This design comes from an exercise in tuning for small area, a short achievable clock period and few clock cycles per item on the open sky130 flow, not from production work.
RTL that was checked went through simulation tests only; none was proved equivalent to the original.

## lane 1
## outlier_rejecting_moving_average_core
module outlier_rejecting_moving_average_core (
	input  logic        clk,
	input  logic        arst_n,
	input  logic        in_valid,
	output logic        in_ready,
	input  logic [11:0] in_sample,
	output logic        out_valid,
	input  logic        out_ready,
	output logic [11:0] out_filtered,
	output logic        out_held
);
	localparam int WIN = 10;
	localparam int NV  = 13;
	logic en_q, rdy_q;
	logic adv;
	assign adv      = en_q;
	assign in_ready = rdy_q;
	logic [NV-1:0] v;
	always_ff @(posedge clk or negedge arst_n) begin
		if (!arst_n) begin
			v <= '0;
		end else if (adv) begin
			v <= {v[NV-2:0], in_valid};
		end
	end
	logic [11:0]    h_q [WIN];
	logic [WIN-1:0] hv_q;
	logic [11:0] s0_q, s1_q, s2_q, s3_q, s4_q, old_q, old_d;
	always_comb begin
		logic [2:0] n;
		n = 3'(v[0]) + 3'(v[1]) + 3'(v[2]) + 3'(v[3]) + 3'(v[4]);
		case (n)
			3'd0:    old_d = hv_q[0] ? h_q[0] : 12'd0;
			3'd1:    old_d = hv_q[1] ? h_q[1] : 12'd0;
			3'd2:    old_d = hv_q[2] ? h_q[2] : 12'd0;
			3'd3:    old_d = hv_q[3] ? h_q[3] : 12'd0;
			3'd4:    old_d = hv_q[4] ? h_q[4] : 12'd0;
			default: old_d = hv_q[5] ? h_q[5] : 12'd0;
		endcase
	end
	logic [15:0] sum_q;
	always_ff @(posedge clk or negedge arst_n) begin
		if (!arst_n) begin
			sum_q <= '0;
			hv_q  <= '0;
		end else if (adv) begin
			if (v[0]) begin
				sum_q <= sum_q + {4'd0, s0_q} - {4'd0, old_q};
			end
			if (v[4]) begin
				hv_q <= {1'b1, hv_q[WIN-1:1]};
			end
		end
	end
	function automatic logic [4:0] div10_step(input logic [3:0] r, input logic b);
		case ({r, b})
			5'd0: div10_step = {1'b0, 4'd0};
			5'd1: div10_step = {1'b0, 4'd1};
			5'd2: div10_step = {1'b0, 4'd2};
			5'd3: div10_step = {1'b0, 4'd3};
			5'd4: div10_step = {1'b0, 4'd4};
			5'd5: div10_step = {1'b0, 4'd5};
			5'd6: div10_step = {1'b0, 4'd6};
			5'd7: div10_step = {1'b0, 4'd7};
			5'd8: div10_step = {1'b0, 4'd8};
			5'd9: div10_step = {1'b0, 4'd9};
			5'd10: div10_step = {1'b1, 4'd0};
			5'd11: div10_step = {1'b1, 4'd1};
			5'd12: div10_step = {1'b1, 4'd2};
			5'd13: div10_step = {1'b1, 4'd3};
			5'd14: div10_step = {1'b1, 4'd4};
			5'd15: div10_step = {1'b1, 4'd5};
			5'd16: div10_step = {1'b1, 4'd6};
			5'd17: div10_step = {1'b1, 4'd7};
  ...
Settings: LEC_CHECK=0, CAP_MARGIN=20, CORE_MARGIN=2, CORE_UTILIZATION=60, CTS_BUF_LIST=sky130_fd_sc_hd__clkbuf_4 sky130_fd_sc_hd__clkbuf_8, GPL_TIMING_DRIVEN=1, SETUP_SLACK_MARGIN=4.4, SLEW_MARGIN=20; clock period 8.0 ns.
run.sh (not shown) runs the stock make flow with config.mk's settings and CLKGATE_MAP_FILE= SYNTH_SCRIPT=/design/flow/synth_recipe.tcl, a recipe that flattens the netlist after the stock synthesis.
Testbench counts of lane 1, summed over its fixed seeds: cycles 8,112, items 8,000.
Here is what was changed in the inputs of lane 2 compared with lane 1.
# lane 1
export LEC_CHECK = 0
export CAP_MARGIN = 20
export CORE_MARGIN = 2
export CORE_UTILIZATION = 60
export CTS_BUF_LIST = sky130_fd_sc_hd__clkbuf_4 sky130_fd_sc_hd__clkbuf_8
export GPL_TIMING_DRIVEN = 1
export SETUP_SLACK_MARGIN = 4.4
export SLEW_MARGIN = 20
create_clock -name core_clock -period 8.0 [get_ports {clk}]
# lane 2
export LEC_CHECK = 0
export CAP_MARGIN = 20
export CORE_MARGIN = 2
export CORE_UTILIZATION = 60
export GPL_TIMING_DRIVEN = 1
export SETUP_SLACK_MARGIN = 4.0
export SLEW_MARGIN = 20
create_clock -name core_clock -period 8.0 [get_ports {clk}]
Findings:
Lane 1 vs lane 2, cell with the biggest individual delay on the critical path: fa_1 vs edfxtp_1
Design area: lane 2 better than lane 1
Diff lane 2 and lane 1: core utilization higher in lane 1
Measured against each other, lane 2 and lane 1 differ in count of instances resized after the clock tree is built, the higher figure coming from lane 1.

outlier_rejecting_moving_average_core again, from the RTL that the note above started with.
clock: 8.0 ns
lec_check: 0
cap_margin: 20
core_margin: 2
core_utilization: 60
cts_cluster_diameter: 60
cts_cluster_size: 30
gpl_timing_driven: 1
setup_slack_margin: 4.4
slew_margin: 20
tns_end_percent: 10
Testbench counts at the start, summed over its fixed seeds: cycles 8,112, items 8,000.
Change:
Settings changed: TNS_END_PERCENT 10 to unset.
Cell area is about the same.
Routed wire length stays flat.
Via count fell by 0.84%.
Clock skew hardly moves.
Core utilization hardly moves.
Clock-buffer cell count shrinks by 2.
Change:
Settings changed: CTS_CLUSTER_DIAMETER 60 to 80, CTS_CLUSTER_SIZE 30 to 40.
- The new run finished clean
- global-route usage came out lower by 0.40 points
- maximum frequency grows by 0.94%
- core utilization barely changes
- die area is unchanged
- worst setup slack gets better by 0.034 ns
- count of clock-buffer cells in the layout goes down by 8
- sequential share of layout area stays flat
- sequential cell count does not change
Change:
Settings changed: CTS_CLUSTER_DIAMETER 80 to unset, CTS_CLUSTER_SIZE 40 to unset, SETUP_SLACK_MARGIN 4.4 to 4.8.
Result: Design area came out higher by 6.3%. Flip-flop and latch count stays the same. Sequential share of layout area falls by 2.7 points.

outlier_rejecting_moving_average_core, a different RTL version from the one above (not shown whole).
For scale: ~400 flip-flops, ~31 I/O pins, about 0.025 mm^2 of cells after synthesis.
export LEC_CHECK = 0
export CAP_MARGIN = 20
export CORE_MARGIN = 2
export CORE_UTILIZATION = 60
export SETUP_SLACK_MARGIN = 4.5
export SLEW_MARGIN = 20
create_clock -name core_clock -period 8.0 [get_ports {clk}]
The first run finished clean.
Then changed:
Settings changed: CORE_UTILIZATION 60 to 40, SETUP_SLACK_MARGIN 4.5 to not set.
Clock skew stays flat.
Sequential cell count is unchanged.
Final area went down by 12%.
Worst setup slack is worse by 0.33 ns.
Routed wire length went down by 13%.
Worst hold slack stays flat.
Count of clock-buffer cells in the layout went up by 7.
First-iteration DRC count went down by 7.2%.
Then changed:
Settings changed: CORE_UTILIZATION 40 to 60, SETUP_SLACK_MARGIN set to 3.5.
Effect:
- The new run produced a clean layout
- non-clock buffer count climbs by 262
- synthesized area stays the same
- worst setup slack is better by 0.28 ns
- utilization climbs by 32 points
- cell area goes up by roughly a tenth
- maximum frequency came out higher by a few percent
- synthesized cell count stays the same
No run of this note included a check of the RTL's function; only the layout flow was run.

afterwards: timing with drivers on the ports:
How much do the figures lean on ideal ports? The routed layouts below were timed once more, with nothing changed but the port constraints.
Step 1 (the two cells are an assumption about what drives the block):
set clk [get_ports {clk}]
set_driving_cell -lib_cell sky130_fd_sc_hd__clkbuf_16 $clk
set_driving_cell -lib_cell sky130_fd_sc_hd__buf_2 [delete_from_list [all_inputs] $clk]
Step 2 moves the port delays by t, midway between the first and last clock arrival at a register: inputs arrive t later, outputs are due t later. That takes back most of the time a late clock gives input paths.
Slacks: ideal ports / drivers / drivers and shift; pairs: ideal ports / drivers.
| run | t (ns) | setup WS [ns] | cell pins on the clock port's net |
|---|---|---|---|
| lane 1 | 0.727 | 4.333 / 4.333 / 4.333 | 1 |
| lane 2 | 0.663 | 4.109 / 4.109 / 4.109 | 1 |
| the first run of note 2 | 0.642 | 4.302 / 4.282 / 4.302 | 1 |
| the second run of note 2 | 0.640 | 4.336 / 4.336 / 4.336 | 1 |
| the third run of note 2 | 0.675 | 4.370 / 4.370 / 4.370 | 1 |
| the fourth run of note 2 | 0.655 | 4.346 / 4.346 / 4.346 | 1 |
| the first run of note 3 | 0.621 | 0.577 / 0.577 / 0.577 | 1 |
| the second run of note 3 | 0.630 | 0.249 / 0.249 / 0.249 | 1 |
| the third run of note 3 | 0.635 | 0.525 / 0.525 / 0.525 | 1 |
After both steps every run listed still meets setup and hold.
